Background: an optimization exercise with open tools, aiming at small area. Do not read the settings as production practice. RTL that was checked went through simulation tests only; none was proved equivalent to the original. For run 2, only the layout was checked, not whether the RTL still works. No driver is modelled on the clock port, so clocking that relies on it looks cheaper here than on a real chip. Power is estimated from default activity; no workload was simulated.

<file path="flow/flow/run.sh">
#!/bin/bash
# Layout flow: the standard ORFS flow (standard.sh, which also runs the
# standard synthesis script) with
#  - ABC mapping with choice computation and more area recovery, without its
#    buffering and upsizing passes (abc.script replaces abc_speed.script in
#    a copy of the ORFS scripts folder); the registers are mapped before
#    ABC runs, so they are the standard synthesis's;
#  - a lighter clock tree: no dummy loads, small clusters of clkbuf_4, and
#    clock buffers upsized afterwards only where a flip-flop clock pin's
#    slew is above target (post_cts.tcl);
#  - buf_1 port buffers.
set -euo pipefail
here=$(pwd)
rm -rf "$here/orfs_scripts"
cp -r "$FLOW_HOME/scripts" "$here/orfs_scripts"
cp "$here/flow/abc.script" "$here/orfs_scripts/abc_speed.script"
cts_args="-sink_clustering_enable -repair_clock_nets -dont_use_dummy_load"
cts_args+=" -buf_list sky130_fd_sc_hd__clkbuf_4"
cts_args+=" -sink_clustering_size 10 -sink_clustering_max_diameter 50"
bash standard.sh \
  "SCRIPTS_DIR=$here/orfs_scripts" \
  "CTS_ARGS=$cts_args" \
  "POST_CTS_TCL=$here/flow/post_cts.tcl" \
  "BUFFER_PORTS_ARGS=-buffer_cell sky130_fd_sc_hd__buf_1" \
  finish > "$here/orfs_flow.log" 2>&1
</file>
<file path="flow/flow/abc.script">
&get -n
&st
&dch -f
&nf -R 1000
&put
&get -n
&st
&dch -f
&nf -R 1000
&put
topo
stime -c
dnsize -c
</file>
<file path="flow/flow/post_cts.tcl">
# Upsize clock buffers whose flip-flop clock pins see a slew above the
# target, then legalise the placement again.
set clk_slew_target 0.103
set clk_sizes {sky130_fd_sc_hd__clkbuf_1 sky130_fd_sc_hd__clkbuf_2 sky130_fd_sc_hd__clkbuf_4 sky130_fd_sc_hd__clkbuf_8 sky130_fd_sc_hd__clkbuf_16}
estimate_parasitics -placement
for {set iter 0} {$iter < 6} {incr iter} {
  set bad [dict create]
  set worst 0
  foreach p [get_pins -hierarchical */CLK] {
    set s [expr max([get_property $p slew_max_rise], [get_property $p slew_max_fall])]
    if {$s > $worst} { set worst $s }
    if {$s > $clk_slew_target} {
      set net [get_nets -of_objects $p]
      foreach d [get_pins -of_objects $net -filter "direction==output"] {
        dict set bad [get_full_name [get_cells -of_objects $d]] 1
      }
    }
  }
  puts "post_cts: pass $iter worst clock pin slew $worst, [dict size $bad] drivers to upsize"
  if {[dict size $bad] == 0} { break }
  set changed 0
  foreach name [dict keys $bad] {
    set inst [get_cells $name]
    set ref [get_property $inst ref_name]
    set i [lsearch $clk_sizes $ref]
    if {$i >= 0 && $i < [llength $clk_sizes] - 1} {
      replace_cell $inst [lindex $clk_sizes [expr $i + 1]]
      incr changed
    }
  }
  if {$changed == 0} { break }
  estimate_parasitics -placement
}
detailed_placement
check_placement -verbose
</file>
<file path="flow/standard.sh">
#!/bin/bash
# synth_recipe.tcl (not shown) runs the flow's synth.tcl, then flattens the netlist and writes it again
# the make line also repeats each setting of config.mk as NAME=value (left out here)
make -C /OpenROAD-flow-scripts/flow DESIGN_CONFIG=/design/flow/config.mk WORK_HOME=/design/flow/orfs CLKGATE_MAP_FILE= SYNTH_SCRIPT=/design/flow/synth_recipe.tcl "${@:-finish}"
</file>
<file path="flow/config.mk">
export PLATFORM = sky130hd
export DESIGN_NAME = icape2_responder
export DESIGN_NICKNAME = icape2_responder
export VERILOG_FILES = /design/flow/design.v
export SDC_FILE = /design/flow/constraint.sdc
export NUM_CORES = 4
export LEC_CHECK = 0
export CAP_MARGIN = 20
export CORE_MARGIN = 2
export CORE_UTILIZATION = 65
export PLACE_DENSITY = 0.75
export SLEW_MARGIN = 20
export SYNTH_HIERARCHICAL = 1
export SYNTH_MINIMUM_KEEP_SIZE = 0
</file>
<file path="flow/constraint.sdc">
create_clock -name core_clock -period 10.0 [get_ports {i_clk}]
set_input_delay 2.0000 -clock core_clock [delete_from_list [all_inputs] [get_ports {i_clk}]]
set_output_delay 2.0000 -clock core_clock [all_outputs]
set_load 0.01 [all_outputs]
</file>
<file path="flow/design.v">
`default_nettype none
module icape2_responder #(
    parameter logic [31:0] IDCODE   = 32'h0362D093,
    parameter int unsigned READ_LAT = 3
) (
    input  logic        i_clk,
    input  logic        i_reset,
    input  logic        i_csib,
    input  logic        i_rdwrb,
    input  logic [31:0] i_data,
    output logic [31:0] o_data,
    output logic        o_synced,
    output logic        o_iprog,
    output logic [31:0] o_wbstar,
    output logic        o_err
);
    localparam logic [31:0] c_SYNC        = 32'hAA995566;
    localparam logic [31:0] c_DUMMY       = 32'hFFFFFFFF;
    localparam logic [31:0] c_CMD_IPROG   = 32'h0000000F;
    localparam logic [31:0] c_CMD_DESYNC  = 32'h0000000D;
    localparam logic [4:0]  c_ADDR_CMD    = 5'h04;
    localparam logic [4:0]  c_ADDR_STAT   = 5'h07;
    localparam logic [4:0]  c_ADDR_IDCODE = 5'h0C;
    localparam logic [4:0]  c_ADDR_WBSTAR = 5'h10;
    localparam int N_SLOT = 29;
    localparam logic [2:0] S_UNSYNC = 3'd0;
    localparam logic [2:0] S_HDR    = 3'd1;
    localparam logic [2:0] S_WR     = 3'd2;
    localparam logic [2:0] S_RD0    = 3'd4;
    localparam logic [2:0] S_RD1    = 3'd5;
    localparam logic [2:0] S_RD2    = 3'd6;
    function automatic logic [31:0] f_swap(input logic [31:0] d);
        logic [31:0] s;
        for (int b = 0; b < 4; b++) begin
            for (int k = 0; k < 8; k++) begin
                s[8*b+k] = d[8*b+7-k];
            end
        end
        f_swap = s;
    endfunction
    logic [2:0]  r_state;
    logic [4:0]  r_addr;
    logic [26:0] r_count;
    logic        r_rdwrb_q;
    logic        r_have_t1;
    logic        r_rst_q;
    logic        r_pend;
    logic [4:0]  r_phase;
    logic [31:0] r_wbstar;
    logic [31:0] r_buf;
    logic [31:0] r_odata;
    logic        r_ones;
    logic [31:0] r_ring [0:N_SLOT-1];
    logic [31:0] w_word;
    logic        w_wr, w_rd, w_abort;
    logic        w_is_t1, w_is_t2, w_pkt_ok, w_ignore;
    logic [1:0]  w_op;
    logic [26:0] w_pkt_cnt;
    logic        w_cnt_nz;
    logic        w_unsync, w_hdr, w_wrst, w_rdst;
    logic        w_hdr_go;
    logic        w_ld_rd, w_ld_wr;
    logic        w_wr_word, w_rd_data;
    logic        w_cnt_last;
    logic        w_cmd_iprog, w_cmd_desync;
    logic        w_ones;
    logic        w_dec;
    logic [26:0] w_borrow;
    logic        w_in_ring;
    logic [4:0]  w_slot;
    logic [5:0]  w_sum;
    logic [4:0]  w_pos;
    logic [N_SLOT-1:0] w_at;
    logic        w_clr;
    logic        w_direct;
    logic        w_commit;
    logic        w_odd_next;
    logic [31:0] w_wd;
    logic [31:0] w_tap;
    logic        w_tap_hit;
    logic [31:0] w_rd_raw;
    assign w_word    = f_swap(i_data);
    assign w_wr      = !i_csib && !i_rdwrb;
    assign w_rd      = !i_csib &&  i_rdwrb;
    assign w_unsync  = (r_state == S_UNSYNC);
    assign w_hdr     = (r_state == S_HDR);
    assign w_wrst    = (r_state == S_WR);
    assign w_rdst    = r_state[2];
    assign w_abort   = !i_csib && (i_rdwrb != r_rdwrb_q) && !w_unsync;
    assign w_is_t1   = (w_word[31:29] == 3'b001);
    assign w_is_t2   = (w_word[31:29] == 3'b010);
    assign w_op      = w_word[28:27];
    assign w_pkt_cnt = w_is_t1 ? {16'd0, w_word[10:0]} : w_word[26:0];
    assign w_cnt_nz  = (w_pkt_cnt != '0);
    assign w_ignore  = (w_word == c_DUMMY) || (w_word == c_SYNC);
    assign w_pkt_ok  = w_is_t1 || (w_is_t2 && r_have_t1);
    assign w_hdr_go  = !w_abort && w_hdr && w_wr && !w_ignore;
    assign w_ld_rd   = w_hdr_go && w_pkt_ok && (w_op == 2'b01) && w_cnt_nz;
    assign w_ld_wr   = w_hdr_go && w_pkt_ok && (w_op == 2'b10) && w_cnt_nz;
    assign w_wr_word = !w_abort && w_wrst && w_wr;
    assign w_rd_data = !w_abort && (r_state == S_RD2) && w_rd;
    assign w_cnt_last   = (r_count == 27'd1);
    assign w_cmd_iprog  = (r_addr == c_ADDR_CMD) && (w_word == c_CMD_IPROG);
    assign w_cmd_desync = (r_addr == c_ADDR_CMD) && (w_word == c_CMD_DESYNC);
    assign w_ones    = w_ld_rd || (w_unsync && w_rd);
    assign w_dec     = w_wr_word || w_rd_data;
    assign o_synced  = !w_unsync;
    assign o_wbstar  = f_swap(r_wbstar);
    always_ff @(posedge i_clk) begin
        if (i_reset) begin
            r_state   <= S_UNSYNC;
            r_addr    <= '0;
            r_rdwrb_q <= 1'b0;
            r_have_t1 <= 1'b0;
            o_iprog   <= 1'b0;
            o_err     <= 1'b0;
        end else begin
            o_iprog   <= w_wr_word && w_cmd_iprog;
            r_rdwrb_q <= i_rdwrb;
            if (w_hdr_go && w_is_t1) begin
                r_have_t1 <= 1'b1;
                r_addr    <= w_word[17:13];
            end
            if (w_abort || (w_hdr_go && (!w_pkt_ok || w_op == 2'b11))) begin
                o_err <= 1'b1;
            end
            if (w_abort) begin
                r_state <= S_HDR;
            end else begin
                case (r_state)
                    S_UNSYNC: if (w_wr && w_word == c_SYNC) r_state <= S_HDR;
                    S_HDR: begin
                        if (w_ld_rd)      r_state <= S_RD0;
                        else if (w_ld_wr) r_state <= S_WR;
                    end
                    S_WR: begin
                        if (w_wr) begin
                            if (w_cmd_desync)    r_state <= S_UNSYNC;
                            else if (w_cnt_last) r_state <= S_HDR;
                        end
                    end
                    S_RD0: if (w_rd) r_state <= S_RD1;
                    S_RD1: if (w_rd) r_state <= S_RD2;
                    S_RD2: if (w_rd && w_cnt_last) r_state <= S_HDR;
                    default: r_state <= S_UNSYNC;
                endcase
            end
        end
    end
    always_comb begin
        w_borrow[0] = w_dec;
        for (int i = 1; i < 27; i++) begin
            w_borrow[i] = w_borrow[i-1] && !r_count[i-1];
        end
    end
    always_ff @(posedge i_clk) begin
        if (w_ld_rd || w_ld_wr) begin
            r_count <= w_pkt_cnt;
        end else begin
            r_count <= r_count ^ w_borrow;
        end
    end
    always_ff @(posedge i_clk) begin
        if (i_reset || (w_wr_word && r_addr == c_ADDR_WBSTAR)) begin
            r_wbstar <= w_wd;
        end
    end
    always_comb begin
        case (r_addr)
            5'd29:   w_slot = 5'(c_ADDR_STAT);
            5'd30:   w_slot = 5'(c_ADDR_IDCODE);
            5'd31:   w_slot = 5'(c_ADDR_WBSTAR);
            default: w_slot = r_addr;
        endcase
        w_sum = {1'b0, w_slot} + {1'b0, r_phase};
        w_pos = (w_sum >= 6'(N_SLOT)) ? 5'(w_sum - 6'(N_SLOT)) : w_sum[4:0];
        for (int j = 0; j < N_SLOT; j++) begin
            w_at[j] = (w_pos == 5'(j));
        end
    end
    assign w_in_ring  = (r_addr != c_ADDR_STAT) && (r_addr != c_ADDR_IDCODE) &&
                        (r_addr != c_ADDR_WBSTAR);
    assign w_odd_next = !w_pos[0] && (w_pos != 5'(N_SLOT - 1));
    assign w_direct   = w_wr_word && w_in_ring && !w_odd_next;
    assign w_commit   = w_direct || r_pend;
    assign w_clr      = i_reset || r_rst_q;
    assign w_wd       = w_clr ? 32'd0 : (w_wr_word ? i_data : r_buf);
    always_ff @(posedge i_clk) begin
        r_rst_q <= i_reset;
        if (i_reset) begin
            r_pend  <= 1'b0;
            r_phase <= '0;
        end else begin
            r_pend  <= w_wr_word && w_in_ring && w_odd_next;
            r_phase <= (r_phase == 5'(N_SLOT - 1)) ? 5'd0 : r_phase + 5'd1;
        end
    end
    function automatic logic f_pol(input int j);
        f_pol = ((j / 2) % 2) == 1;
    endfunction
    logic [N_SLOT-1:0] w_pe;
    logic [31:0]       w_wd_n;
    logic [31:0]       w_ring_d [0:N_SLOT-1];
    assign w_wd_n = ~w_wd;
    always_comb begin
        for (int j = 0; j < N_SLOT; j++) begin
            w_pe[j] = (j % 2 == 0) && (w_clr || (w_commit && w_at[(j + N_SLOT - 1) % N_SLOT]));
        end
    end
    for (genvar j = 0; j < N_SLOT; j++) begin : g_slot
        if (j == 0) begin : g_port
            icape2_port u_port (
                .i_sel(w_pe[j]), .i_sel_n(!w_pe[j]), .i_wd(w_wd),
                .i_prev(r_ring[N_SLOT - 1]), .o_d(w_ring_d[j])
            );
        end else if (j % 2 == 0) begin : g_port
            icape2_port_inv u_port (
                .i_sel(w_pe[j]), .i_sel_n(!w_pe[j]),
                .i_wd(f_pol(j) ? w_wd : w_wd_n),
                .i_prev(r_ring[j - 1]), .o_d(w_ring_d[j])
            );
        end else begin : g_shift
            assign w_ring_d[j] = r_ring[j - 1];
        end
    end
    always_ff @(posedge i_clk) begin
        for (int j = 0; j < N_SLOT; j++) begin
            r_ring[j] <= w_ring_d[j];
        end
    end
    logic [7:0]  w_tap_sel;
    logic        w_sel_ring, w_sel_idc, w_sel_stat, w_sel_wbs;
    logic        w_rd_cap, w_hold;
    assign w_rd_cap   = w_rdst && !i_reset;
    assign w_sel_ring = w_in_ring && w_rd_cap;
    assign w_sel_idc  = (r_addr == c_ADDR_IDCODE) && w_rd_cap;
    assign w_sel_stat = (r_addr == c_ADDR_STAT) && w_rd_cap;
    assign w_sel_wbs  = (r_addr == c_ADDR_WBSTAR) && w_rd_cap;
    assign w_hold     = !(i_reset || (w_rdst && (w_tap_hit || !w_in_ring)));
    always_comb begin
        for (int i = 0; i < 8; i++) begin
            w_tap_sel[i] = w_at[4 * i] && w_sel_ring;
        end
    end
    assign w_tap_hit = |w_tap_sel;
    icape2_tap u_tap (
        .i_sel(w_tap_sel), .i_sel_wbs(w_sel_wbs), .i_wbs(r_wbstar),
        .i_hold(w_hold), .i_q(r_odata),
        .i_d0(r_ring[0]),  .i_d1(r_ring[4]),  .i_d2(r_ring[8]),  .i_d3(r_ring[12]),
        .i_d4(r_ring[16]), .i_d5(r_ring[20]), .i_d6(r_ring[24]), .i_d7(r_ring[28]),
        .o_q(w_tap)
    );
    always_ff @(posedge i_clk) begin
        r_buf <= i_data;
    end
    assign w_rd_raw = w_tap | (f_swap(IDCODE) & {32{w_sel_idc}}) |
                      (f_swap(32'd1) & {32{w_sel_stat}});
    always_ff @(posedge i_clk) begin
        if (i_reset) begin
            r_ones <= 1'b0;
        end else if (w_ones) begin
            r_ones <= 1'b1;
        end else if (w_rd_data) begin
            r_ones <= 1'b0;
        end
    end
    always_ff @(posedge i_clk) begin
        r_odata <= w_rd_raw;
    end
    assign o_data = r_odata | {32{r_ones}};
endmodule
module icape2_port (
    input  logic        i_sel,
    input  logic        i_sel_n,
    input  logic [31:0] i_wd,
    input  logic [31:0] i_prev,
    output logic [31:0] o_d
);
    assign o_d = ({32{i_sel}} | i_prev) & ({32{i_sel_n}} | i_wd);
endmodule
module icape2_port_inv (
    input  logic        i_sel,
    input  logic        i_sel_n,
    input  logic [31:0] i_wd,
    input  logic [31:0] i_prev,
    output logic [31:0] o_d
);
    assign o_d = ~(({32{i_sel}} | i_prev) & ({32{i_sel_n}} | i_wd));
endmodule
module icape2_tap (
    input  logic [7:0]  i_sel,
    input  logic        i_hold,
    input  logic [31:0] i_q,
    input  logic        i_sel_wbs,
    input  logic [31:0] i_wbs,
    input  logic [31:0] i_d0, i_d1, i_d2, i_d3, i_d4, i_d5, i_d6, i_d7,
    output logic [31:0] o_q
);
    logic [31:0] w_g0_n, w_g1_n, w_g2_n;
    icape2_aoi222 u_g0 (.i_a(i_d0), .i_sa(i_sel[0]), .i_b(i_d1), .i_sb(i_sel[1]),
                        .i_c(i_d2), .i_sc(i_sel[2]), .o_y_n(w_g0_n));
    icape2_aoi222 u_g1 (.i_a(i_d3), .i_sa(i_sel[3]), .i_b(i_d4), .i_sb(i_sel[4]),
                        .i_c(i_d5), .i_sc(i_sel[5]), .o_y_n(w_g1_n));
    icape2_aoi222 u_g2 (.i_a(i_d6), .i_sa(i_sel[6]), .i_b(i_d7), .i_sb(i_sel[7]),
                        .i_c(i_wbs), .i_sc(i_sel_wbs), .o_y_n(w_g2_n));
    assign o_q = ~(w_g0_n & w_g1_n & w_g2_n & ~(i_q & {32{i_hold}}));
endmodule
module icape2_aoi222 (
    input  logic [31:0] i_a,
    input  logic        i_sa,
    input  logic [31:0] i_b,
    input  logic        i_sb,
    input  logic [31:0] i_c,
    input  logic        i_sc,
    output logic [31:0] o_y_n
);
    assign o_y_n = ~((i_a & {32{i_sa}}) | (i_b & {32{i_sb}}) | (i_c & {32{i_sc}}));
endmodule
`default_nettype wire
</file>
==> results by group, run 1 <==
Outcome
  • Status: complete, no violations

STA
  • Worst Tran Pin Value: 1250 ps
  • Fmax: ~130 MHz
  • Hold Vio Cnt, Final: 0
  • TNS Setup: 0 ps
  • Post-route minimum period: around 7700 ps
  • RSZ-0062 raised after global routing: false
  • Slew margin rel.: ~16%
  • Pins Over Slew Limit: 0
  • Clock Skews: approximately 88 ps
  • Final Cycle Share: between 70 and 80%
  • Final setup vio count: 0
  • Setup ws final: 2290 ps

Synth
  • Avg Inst Size Synth: approximately 13 µm²
  • Syn. warnings: 11
  • Synth cell types: 42
  • Top post-synthesis cells by area: dfxtp_1, o22ai_1, a222oi_1, edfxtp_1, ha_1
  • Seq/Total Area, Yosys: between 70% and 80%
  • Most frequently used flop master after synthesis: dfxtp_1
  • Post-synth top cells: dfxtp_1, o22ai_1, nor2_1, a222oi_1, clkinv_1
  • Register bit count reported by yosys: ~1100
  • Syn nets: 2324
  • Most common cell in the synthesized netlist: dfxtp_1
  • Mapped cell area: 29100 µm²
  • Yosys top cell by area: dfxtp_1
  • Yosys top cell area share: 71.5%
  • EDFF count, synth: 32
  • Synthesized instance count: approximately 2300
  • Share of flip-flops with an asynchronous set or reset: 0%

CTS
  • Clk Latency, worst-skew pair: around 940 ps
  • Clk slew on worst S/H paths: approximately 100 ps
  • TritonCTS clock tree: built
  • Clock sinks: ~1100

Setup path
  • Arrival time at the worst endpoint: about 8500 ps
  • CP most frequent cell: ha_1
  • Largest stage delay on the critical path: 350 ps
  • CP Capture Type: flop
  • Slowest cell on crit path: buf_4
  • CP Launch Type: primary input
  • CP required: 10760 ps
  • Reg2reg end: r_ring[26][4]
  • R2R cell count: 22
  • Crit Path Max Fanout: 36
  • R2r startpoint: r_addr[2]
  • CP Class: primary input to flop
  • Reg2reg setup slack: roughly 2700 ps

Floorplan
  • # IOs: approximately 100
  • Core box area: between 40000 and 50000 µm²
  • Rows: 77
  • Die Y: between 200 and 250 µm
  • DIE AREA: around 46000 µm²
  • Die width: 216 µm
  • Starting density of the core: between 60% and 70%

Placed design
  • Dpl hpwl: around 48000 µm
  • Buffers on Ports: ~100
  • Final RePlAce weighted congestion: 0.948
  • DP Worst Slack: roughly 1400 ps

Finish
  • Layout cells sized above 1: a little under 9%
  • Core Util, Final: between 70% and 80%
  • Sequential cell area: between 20000 and 25000 µm²
  • Area Growth Syn to Fin: 10.5%
  • Fin nets: about 2600
  • Filler Cell Count: 3027
  • Area occupied by multi-input gates: 7270 µm²

Drt
  • 1st-pass router iterations: 7
  • Vias per inst: about 6.7
  • Total vias in the final route: 21000
  • DRC Markers: 0
  • Post-route ant nets: 0
  • Avg WL per Cell: 26.9 µm
  • Routed WL: ~85000 µm
  • Initial DRC Count: roughly 2700

Min path
  • Hold depth: 0
  • HP Start: r_ring[6][21]
  • Hold EP: r_ring[7][21]
  • Hold WC Path Type: flop to flop

Global routing
  • Global-route wire length before repair: 126000 µm
  • Vias in the first global route: roughly 21000
  • Global Route Usage Sum: between 30% and 40%
  • Initial antenna violation count: 3
  • GRT overflow: 0
  • Largest net degree at the start of global routing: 37

Power
  • Pwr dens: approximately 230 nW/µm²
  • Leak Pwr: ~12 nW
  • Worst ir drop on vdd: about 0.00013 V

Job
  • Max-Cap Viols: 0
==> state kept, by name, indices dropped and copies added (netlist names), 3 cells and up <==
signal,flops
r_count,27
r_ring,928
r_phase,5
r_buf,32
r_wbstar,32
r_state,3
r_addr,5
r_odata,32
==> per-module statistics from Yosys, one instance, submodules excluded <==
module | cells | flops+latches | times used
icape2_tap | 64 | 0 | 1
icape2_responder | 1612 | 1071 | 1
icape2_aoi222 | 32 | 0 | 3
icape2_port_inv | 32 | 0 | 14
icape2_port | 32 | 0 | 1
==> critical path: cells and delay by family <==
family	cells	cell delay, ps
buf+inv	2	490
simple gates	4	560
compound gates	3	530
xor+xnor	1	130
fa+ha+maj	26	4780
==> per-stage QoR <==
stage | std cells | power, mW | cell area (µm²) | hold WS, ps
2_1_floorplan | 2252 | 5.19 | 29100 | 310
3_3_place_gp | 3023 | 5.45 | 31000 | 310
3_5_place_dp | 3024 | 5.47 | 31100 | 312
5_1_grt | 3147 | 7.57 | 32100 | 281
6_report | 3147 | 7.32 | 32100 | 269
==> cell families (layout without fill, tap and decap cells) <==
family	count (synthesis)	after routing	synth area share, %
flip-flops	1071	1071	74.8
AO/OA/AOI/OAI	681	681	15.9
AND/OR/NAND/NOR	359	359	6.02
buffers and inverters	84	383	1.08
adder cells (fa/ha/maj)	36	36	1.57
XOR/XNOR	15	15	0.452
multiplexers	6	6	0.206
other	0	4	0
==> layer usage <==
layer | up-vias | track usage [%] | share of wire, %
met1 | 10300 | 49.0 | 40
met5 | - | 0 | 0
met2 | 1409 | 55.5 | 45
met4 | 0 | 15.4 | 3.8
met3 | 222 | 8.39 | 11
li1 | 9128 | - | -
==> how the worst max path moves through the flow <==
| stage | endpoint | start | depth (start not counted) |
|---|---|---|---|
| 2_1_floorplan | r_count[26] | i_rdwrb | 34 |
| 6_report | r_count[26] | i_rdwrb | 36 |
| 3_3_place_gp | r_count[26] | i_rdwrb | 36 |
| 3_5_place_dp | r_count[26] | i_rdwrb | 36 |
| 5_1_grt | r_count[26] | i_rdwrb | 36 |
==> placed cells by master (no fill, tap or decap), types with 6 or more instances in the layout <==
master | netlist | final
mux2i_1 | 6 | 6
nor2_1 | 107 | 95
o22ai_1 | 448 | 448
xor2_1 | 6 | 6
clkbuf_8 | 0 | 24
a222oi_1 | 96 | 96
dfxtp_1 | 1039 | 1038
nand4_1 | 42 | 42
o22a_1 | 32 | 32
or2_0 | 45 | 44
nor4_1 | 17 | 17
clkbuf_4 | 0 | 94
nand2_1 | 76 | 74
ha_1 | 35 | 35
clkinv_1 | 84 | 84
o21ai_4 | 0 | 13
buf_1 | 0 | 102
a21oi_1 | 12 | 12
edfxtp_1 | 32 | 32
nand3_1 | 32 | 32
nor3_1 | 13 | 12
nor2b_1 | 6 | 6
xnor2_1 | 9 | 9
buf_4 | 0 | 77
o21ai_0 | 75 | 57
nor2_4 | 0 | 10
==> area by class of cell <==
| cell class | count | area share, % |
|---|---|---|
| well taps | 592 | 2.30 |
| flip-flops and latches | 1071 | 67.7 |
| clock buffers | 118 | 3.22 |
| inverters | 84 | 0.981 |
| repair buffers | 181 | 3.16 |
| diodes | 4 | 0.0311 |
| multi-input cells | 1097 | 22.6 |
==> where the power goes <==
| group | total, mW | switching [mW] | internal, mW |
|---|---|---|---|
| combinational | 0.557 | 0.372 | 0.184 |
| sequential | 4.85 | 0.172 | 4.68 |
| clock | 1.92 | 1.28 | 0.639 |
==> run 2: changes to the inputs <==
--- a/flow/design.v
+++ b/flow/design.v
@@ -198,24 +198,18 @@
     function automatic logic f_pol(input int j);
         f_pol = ((j / 2) % 2) == 1;
     endfunction
-    logic [N_SLOT-1:0] w_pe;
     logic [31:0]       w_wd_n;
     logic [31:0]       w_ring_d [0:N_SLOT-1];
     assign w_wd_n = ~w_wd;
-    always_comb begin
-        for (int j = 0; j < N_SLOT; j++) begin
-            w_pe[j] = (j % 2 == 0) && (w_clr || (w_commit && w_at[(j + N_SLOT - 1) % N_SLOT]));
-        end
-    end
     for (genvar j = 0; j < N_SLOT; j++) begin : g_slot
         if (j == 0) begin : g_port
             icape2_port u_port (
-                .i_sel(w_pe[j]), .i_sel_n(!w_pe[j]), .i_wd(w_wd),
-                .i_prev(r_ring[N_SLOT - 1]), .o_d(w_ring_d[j])
+                .i_clr(w_clr), .i_commit(w_commit), .i_at(w_at[N_SLOT - 1]),
+                .i_wd(w_wd), .i_prev(r_ring[N_SLOT - 1]), .o_d(w_ring_d[j])
             );
         end else if (j % 2 == 0) begin : g_port
             icape2_port_inv u_port (
-                .i_sel(w_pe[j]), .i_sel_n(!w_pe[j]),
+                .i_clr(w_clr), .i_commit(w_commit), .i_at(w_at[j - 1]),
                 .i_wd(f_pol(j) ? w_wd : w_wd_n),
                 .i_prev(r_ring[j - 1]), .o_d(w_ring_d[j])
             );
@@ -270,22 +264,86 @@
     assign o_data = r_odata | {32{r_ones}};
 endmodule
 module icape2_port (
-    input  logic        i_sel,
-    input  logic        i_sel_n,
+    input  logic        i_clr,
+    input  logic        i_commit,
+    input  logic        i_at,
     input  logic [31:0] i_wd,
     input  logic [31:0] i_prev,
     output logic [31:0] o_d
 );
-    assign o_d = ({32{i_sel}} | i_prev) & ({32{i_sel_n}} | i_wd);
+    icape2_port16 u_lo (.i_clr(i_clr), .i_commit(i_commit), .i_at(i_at),
+                        .i_wd(i_wd[15:0]), .i_prev(i_prev[15:0]), .o_d(o_d[15:0]));
+    icape2_port16 u_hi (.i_clr(i_clr), .i_commit(i_commit), .i_at(i_at),
+                        .i_wd(i_wd[31:16]), .i_prev(i_prev[31:16]), .o_d(o_d[31:16]));
 endmodule
-module icape2_port_inv (
+module icape2_port16 (
+    input  logic        i_clr,
+    input  logic        i_commit,
+    input  logic        i_at,
+    input  logic [15:0] i_wd,
+    input  logic [15:0] i_prev,
+    output logic [15:0] o_d
+);
+    logic w_sel, w_sel_n;
+    icape2_port_sel u_sel (.i_clr(i_clr), .i_commit(i_commit), .i_at(i_at),
+                           .o_sel(w_sel), .o_sel_n(w_sel_n));
+    icape2_port_mux16 u_mux (.i_sel(w_sel), .i_sel_n(w_sel_n), .i_wd(i_wd),
+                           .i_prev(i_prev), .o_d(o_d));
+endmodule
+module icape2_port_mux16 (
     input  logic        i_sel,
     input  logic        i_sel_n,
+    input  logic [15:0] i_wd,
+    input  logic [15:0] i_prev,
+    output logic [15:0] o_d
+);
+    assign o_d = ({16{i_sel}} | i_prev) & ({16{i_sel_n}} | i_wd);
+endmodule
+module icape2_port_sel (
+    input  logic i_clr,
+    input  logic i_commit,
+    input  logic i_at,
+    output logic o_sel,
+    output logic o_sel_n
+);
+    assign o_sel   = i_clr || (i_commit && i_at);
+    assign o_sel_n = !o_sel;
+endmodule
+module icape2_port_inv (
+    input  logic        i_clr,
+    input  logic        i_commit,
+    input  logic        i_at,
     input  logic [31:0] i_wd,
     input  logic [31:0] i_prev,
     output logic [31:0] o_d
 );
-    assign o_d = ~(({32{i_sel}} | i_prev) & ({32{i_sel_n}} | i_wd));
+    icape2_port_inv16 u_lo (.i_clr(i_clr), .i_commit(i_commit), .i_at(i_at),
+                            .i_wd(i_wd[15:0]), .i_prev(i_prev[15:0]), .o_d(o_d[15:0]));
+    icape2_port_inv16 u_hi (.i_clr(i_clr), .i_commit(i_commit), .i_at(i_at),
+                            .i_wd(i_wd[31:16]), .i_prev(i_prev[31:16]), .o_d(o_d[31:16]));
+endmodule
+module icape2_port_inv16 (
+    input  logic        i_clr,
+    input  logic        i_commit,
+    input  logic        i_at,
+    input  logic [15:0] i_wd,
+    input  logic [15:0] i_prev,
+    output logic [15:0] o_d
+);
+    logic w_sel, w_sel_n;
+    icape2_port_sel u_sel (.i_clr(i_clr), .i_commit(i_commit), .i_at(i_at),
+                           .o_sel(w_sel), .o_sel_n(w_sel_n));
+    icape2_port_inv_mux16 u_mux (.i_sel(w_sel), .i_sel_n(w_sel_n), .i_wd(i_wd),
+                           .i_prev(i_prev), .o_d(o_d));
+endmodule
+module icape2_port_inv_mux16 (
+    input  logic        i_sel,
+    input  logic        i_sel_n,
+    input  logic [15:0] i_wd,
+    input  logic [15:0] i_prev,
+    output logic [15:0] o_d
+);
+    assign o_d = ~(({16{i_sel}} | i_prev) & ({16{i_sel_n}} | i_wd));
 endmodule
 module icape2_tap (
     input  logic [7:0]  i_sel,
--- a/flow/flow/run.sh
+++ b/flow/flow/run.sh
@@ -1,14 +1,14 @@
 #!/bin/bash
 # Layout flow: the standard ORFS flow (standard.sh, which also runs the
 # standard synthesis script) with
-#  - ABC mapping with choice computation and more area recovery, without its
+#  - ABC's final mapping run with more area recovery and without its
 #    buffering and upsizing passes (abc.script replaces abc_speed.script in
 #    a copy of the ORFS scripts folder); the registers are mapped before
 #    ABC runs, so they are the standard synthesis's;
 #  - a lighter clock tree: no dummy loads, small clusters of clkbuf_4, and
 #    clock buffers upsized afterwards only where a flip-flop clock pin's
 #    slew is above target (post_cts.tcl);
-#  - buf_1 port buffers.
+#  - buf_2 port buffers.
 set -euo pipefail
 here=$(pwd)
 rm -rf "$here/orfs_scripts"
@@ -21,5 +21,5 @@
   "SCRIPTS_DIR=$here/orfs_scripts" \
   "CTS_ARGS=$cts_args" \
   "POST_CTS_TCL=$here/flow/post_cts.tcl" \
-  "BUFFER_PORTS_ARGS=-buffer_cell sky130_fd_sc_hd__buf_1" \
+  "BUFFER_PORTS_ARGS=-buffer_cell sky130_fd_sc_hd__buf_2" \
   finish > "$here/orfs_flow.log" 2>&1
==> flow/flow/abc.script (replaced) <==
&get -n
&st
&dch
&nf
&st
&syn2
&if -g -K 6
&synch2
&nf
&st
&syn2
&if -g -K 6
&synch2
&nf
&st
&syn2
&if -g -K 6
&synch2
&nf
&st
&syn2
&if -g -K 6
&synch2
&nf
&st
&syn2
&if -g -K 6
&synch2
&nf -R 1000
&put
topo
stime -c
dnsize -c
--- a/flow/flow/post_cts.tcl
+++ b/flow/flow/post_cts.tcl
@@ -1,6 +1,6 @@
 # Upsize clock buffers whose flip-flop clock pins see a slew above the
 # target, then legalise the placement again.
-set clk_slew_target 0.103
+set clk_slew_target 0.105
 set clk_sizes {sky130_fd_sc_hd__clkbuf_1 sky130_fd_sc_hd__clkbuf_2 sky130_fd_sc_hd__clkbuf_4 sky130_fd_sc_hd__clkbuf_8 sky130_fd_sc_hd__clkbuf_16}
 estimate_parasitics -placement
 for {set iter 0} {$iter < 6} {incr iter} {
--- a/flow/config.mk
+++ b/flow/config.mk
@@ -7,8 +7,7 @@
 export LEC_CHECK = 0
 export CAP_MARGIN = 20
 export CORE_MARGIN = 2
-export CORE_UTILIZATION = 65
-export PLACE_DENSITY = 0.75
+export CORE_UTILIZATION = 40
 export SLEW_MARGIN = 20
 export SYNTH_HIERARCHICAL = 1
 export SYNTH_MINIMUM_KEEP_SIZE = 0
==> run 2 against run 1 <==
Count of clock-buffer cells in the layout increased by 1. Largest cell class unchanged. First-iteration DRC count is 13% lower. Highest routed layer unchanged. Critical path depth decreased by 19. Global-route usage down 12 points. Maximum frequency is 12% higher. Still clean on timing, DRC and antenna. Flip-flop and latch count stayed put. Via count shrank 1.4%.
==> results by group, run 2 <==
STA
  • Pins Over Slew Limit: 0
  • RSZ-0062 raised after global routing: false
  • Worst Tran Pin Value: ~1200 ps
  • TNS Setup: 0 ps
  • Post-route minimum period: a little under 7000 ps
  • Final Cycle Share: between 60% and 70%
  • Fmax: about 150 MHz
  • Hold Vio Cnt, Final: 0
  • Final setup vio count: 0
  • Slew margin rel.: a little over a fifth
  • Clock Skews: between 100 and 150 ps

Setup path
  • Crit Path Max Fanout: 30
  • R2R cell count: 17
  • Reg2reg end: r_ring[12][5]
  • CP most frequent cell: nor2_1
  • Reg2reg setup slack: approximately 3100 ps
  • Largest stage delay on the critical path: approximately 1200 ps
  • CP Class: flop to flop
  • CP required: approximately 11000 ps
  • Crit-path cells: nand3_1 -> o21ai_0 -> ha_1 -> a21o_1 -> a21oi_1 -> xor2_1 -> nor2_1 -> a31oi_1 -> a32oi_1 -> nor2_1 -> nor2_1 -> nor3b_1 -> or2_0 -> buf_4 -> a21o_1 -> clkinv_1 -> o22ai_1
  • CP Capture Type: flop
  • Slowest cell on crit path: clkinv_1
  • Arrival time at the worst endpoint: between 7000 and 8000 ps
  • R2r startpoint: r_addr[3]
  • CP Launch Type: flop

Global routing
  • Global Route Usage Sum: 24.0%
  • Vias in the first global route: between 20000 and 25000
  • GR Util met2: a little under two fifths
  • Met1 GRT Util: about 32%
  • Grt peak-use layer: met2
  • Initial antenna violation count: 2
  • GRT overflow: 0
  • Largest net degree at the start of global routing: 63
  • M3 GR Usage: 4.64%
  • Global-route wire length before repair: 135000 µm

Drt
  • Vias per inst: 5.93
  • DRC Markers: 0
  • Post-route ant nets: 0
  • Avg WL per Cell: 26.7 µm
  • 1st-pass router iterations: 19
  • Initial DRC Count: roughly 2400
  • Routed WL: roughly 93000 µm
  • Total vias in the final route: slightly above 20000

Synth
  • Syn nets: 2353
  • Seq/Total Area, Yosys: 73.6%
  • Most common cell in the synthesized netlist: dfxtp_1
  • EDFF count, synth: 32
  • Most frequently used flop master after synthesis: dfxtp_1
  • Synthesized instance count: 2281
  • Yosys top cell area share: between 70% and 80%
  • Mapped cell area: around 30000 µm²
  • Syn. warnings: 11
  • Register bit count reported by yosys: between 1000 and 1500
  • Synth cell types: 46
  • Yosys top cell by area: dfxtp_1
  • Post-synth top cells: dfxtp_1, o22ai_1, clkinv_1, a222oi_1
  • Avg Inst Size Synth: approximately 13 µm²
  • Share of flip-flops with an asynchronous set or reset: 0%
  • Top post-synthesis cells by area: dfxtp_1, o22ai_1, a222oi_1, edfxtp_1, ha_1

Placed design
  • Dpl hpwl: 51800 µm
  • Buffers on Ports: ~100
  • Post-Place Cells: about 3400
  • Final RePlAce weighted congestion: between 0.8 and 0.9

Floorplan
  • Die Y: roughly 280 µm
  • Core box area: around 73000 µm²
  • # IOs: a little over 100
  • Rows: just under 100
  • DIE AREA: 76100 µm²
  • Starting density of the core: 40.5%
  • Die width: between 200 and 300 µm

Power
  • Combinational Power Share: under 10%
  • Leak Pwr: ~13 nW
  • Clock power frac: ~27%
  • Net Switching: between 1.5 and 2 mW
  • Power Total: 7.10 mW
  • Worst ir drop on vdd: about 0.00012 V
  • Cell internal pwr: 5.37 mW
  • Part of the power in registers: about two thirds
  • Sw Ratio: approximately 24%
  • Pwr dens: between 200 and 250 nW/µm²

Min path
  • Hold EP: r_ring[3][9]
  • Hold WC Path Type: flop to flop
  • Hold depth: 0
  • HP Start: r_ring[2][9]

CTS
  • Clk Latency, worst-skew pair: between 900 and 1000 ps
  • Clock sinks: 1071
  • TritonCTS clock tree: built
  • Clk slew on worst S/H paths: around 110 ps

Finish
  • Max FFs per register: 928
  • Finished Layout Cells: about 3500
  • Largest register by flop count: r_ring
  • Most frequent cells in the layout: dfxtp_1, o22ai_1, clkinv_1, buf_2
  • Layout cells sized above 1: a little over a tenth
  • Filler Cell Count: slightly below 7000
  • Area Growth Syn to Fin: 10.5%
  • Commonest non-fill, non-tap cell in the layout: dfxtp_1
  • Fin nets: around 2600

Outcome
  • Status: complete, no violations

Job
  • Max-Cap Viols: 0
-- run 2: logic make-up (layout without fill, tap and decap cells) --
group                      count (synthesis)  after routing  share of synthesized area, %
DFF                                     1071           1071                          73.6
buffers and inverters                    104            361                          1.32
other                                      0              5                             0
and+or+nand+nor                          325            325                          5.79
muxes                                     37             37                          1.26
AOI/OAI and AO/OA                        695            695                          16.1
adders and majority gates                 36             36                          1.55
xor gates and xnor gates                  13             13                         0.385
-- run 2: final cells by class --
type | count | area, µm² | share of cell area [%]
Inverter | 104 | 390 | 1.19
Antenna cell | 5 | 12.5 | 0.0383
Sequential cell | 1071 | 21800 | 66.6
Timing Repair Buffer | 138 | 781 | 2.39
Tap cell | 959 | 1200 | 3.67
Multi-Input combinational cell | 1106 | 7510 | 23.0
Clock buffer | 119 | 1040 | 3.17
-- run 2: stage by stage --
step                      worst slack [ps]  hold slack [ps]  utilization (%)  cell area, µm²
after floorplan                       3020              310                -           29600
after global placement                2590              310             43.3           31600
after detailed placement              2520              312             43.3           31600
after global routing                  2820              275             44.7           32700
final                                 3140              285             44.7           32700
-- run 2: how the worst max path moves through the flow --
stage / cells past startpoint / to / from / slack [ps]
detailed placement: 31 / r_count[26] / i_rdwrb / 2520
floorplan: 30 / r_count[26] / i_rdwrb / 3020
global placement: 31 / r_count[26] / i_rdwrb / 2590
global route: 17 / r_ring[12][5] / r_addr[3] / 2820
finish: 17 / r_ring[12][5] / r_addr[3] / 3140
-- run 2: layer usage --
layer / up-vias / wire, µm
met4: 0 / 3620
met5: - / 0
met3: 231 / 7820
met2: 1093 / 42200
met1: 10300 / 39800
li1: 9147 / -
-- run 2: modules after synthesis, one instance, submodules excluded, a selection --
module | flip-flops and latches | cells inside | cell area, µm²
icape2_port_inv_mux16 | 0 | 16 | 100
icape2_tap | 0 | 64 | 320
icape2_responder | 1071 | 1581 | 24900
icape2_port_sel | 0 | 2 | 11.3
icape2_aoi222 | 0 | 32 | 320
icape2_port_mux16 | 0 | 16 | 140
-- run 2: worst max-delay path: cells and delay by family, from the launching register on --
family	cells	cell delay, ps
AND/OR/NAND/NOR	6	1010
buffers and inverters	2	1440
flip-flops	1	470
adder cells (fa/ha/maj)	1	280
AO/OA/AOI/OAI	7	3060
XOR/XNOR	1	420
-- run 2: power by group through the flow --
stage	Combinational, mW	Sequential [mW]	Clock [mW]
after global placement	0.418	4.81	0
after global routing	0.464	4.75	2.13
after floorplan	0.228	4.78	0
after detailed placement	0.429	4.81	0
final	0.437	4.72	1.94

==> static timing again, ports no longer ideal <==
In the flow no input, the clock included, has a driving cell. The finished layouts below were timed again as built, in two steps.
Step 1 assumes that a clkbuf_16 drives the clock port and a buf_2 every other input.
Step 2 moves the port delays by t, midway between the first and last clock arrival at a register: inputs arrive t later, outputs are due t later. That takes back most of the time a late clock gives input paths.
Three values: no drivers, after step 1, after step 2; two values: the first two.
| run | t, ns | slack for setup (ns) | worst setup path after step 2 |
|---|---|---|---|
| run 1 | 0.947 | 2.294 / 2.330 / 1.383 | input to register |
| run 2 | 0.964 | 3.139 / 3.139 / 2.505 | input to register |
After both steps setup and hold are still met in every run listed. The setup slack of run 1, which loses most, moves by +0.036 ns with the drivers and by -0.911 ns with both steps.
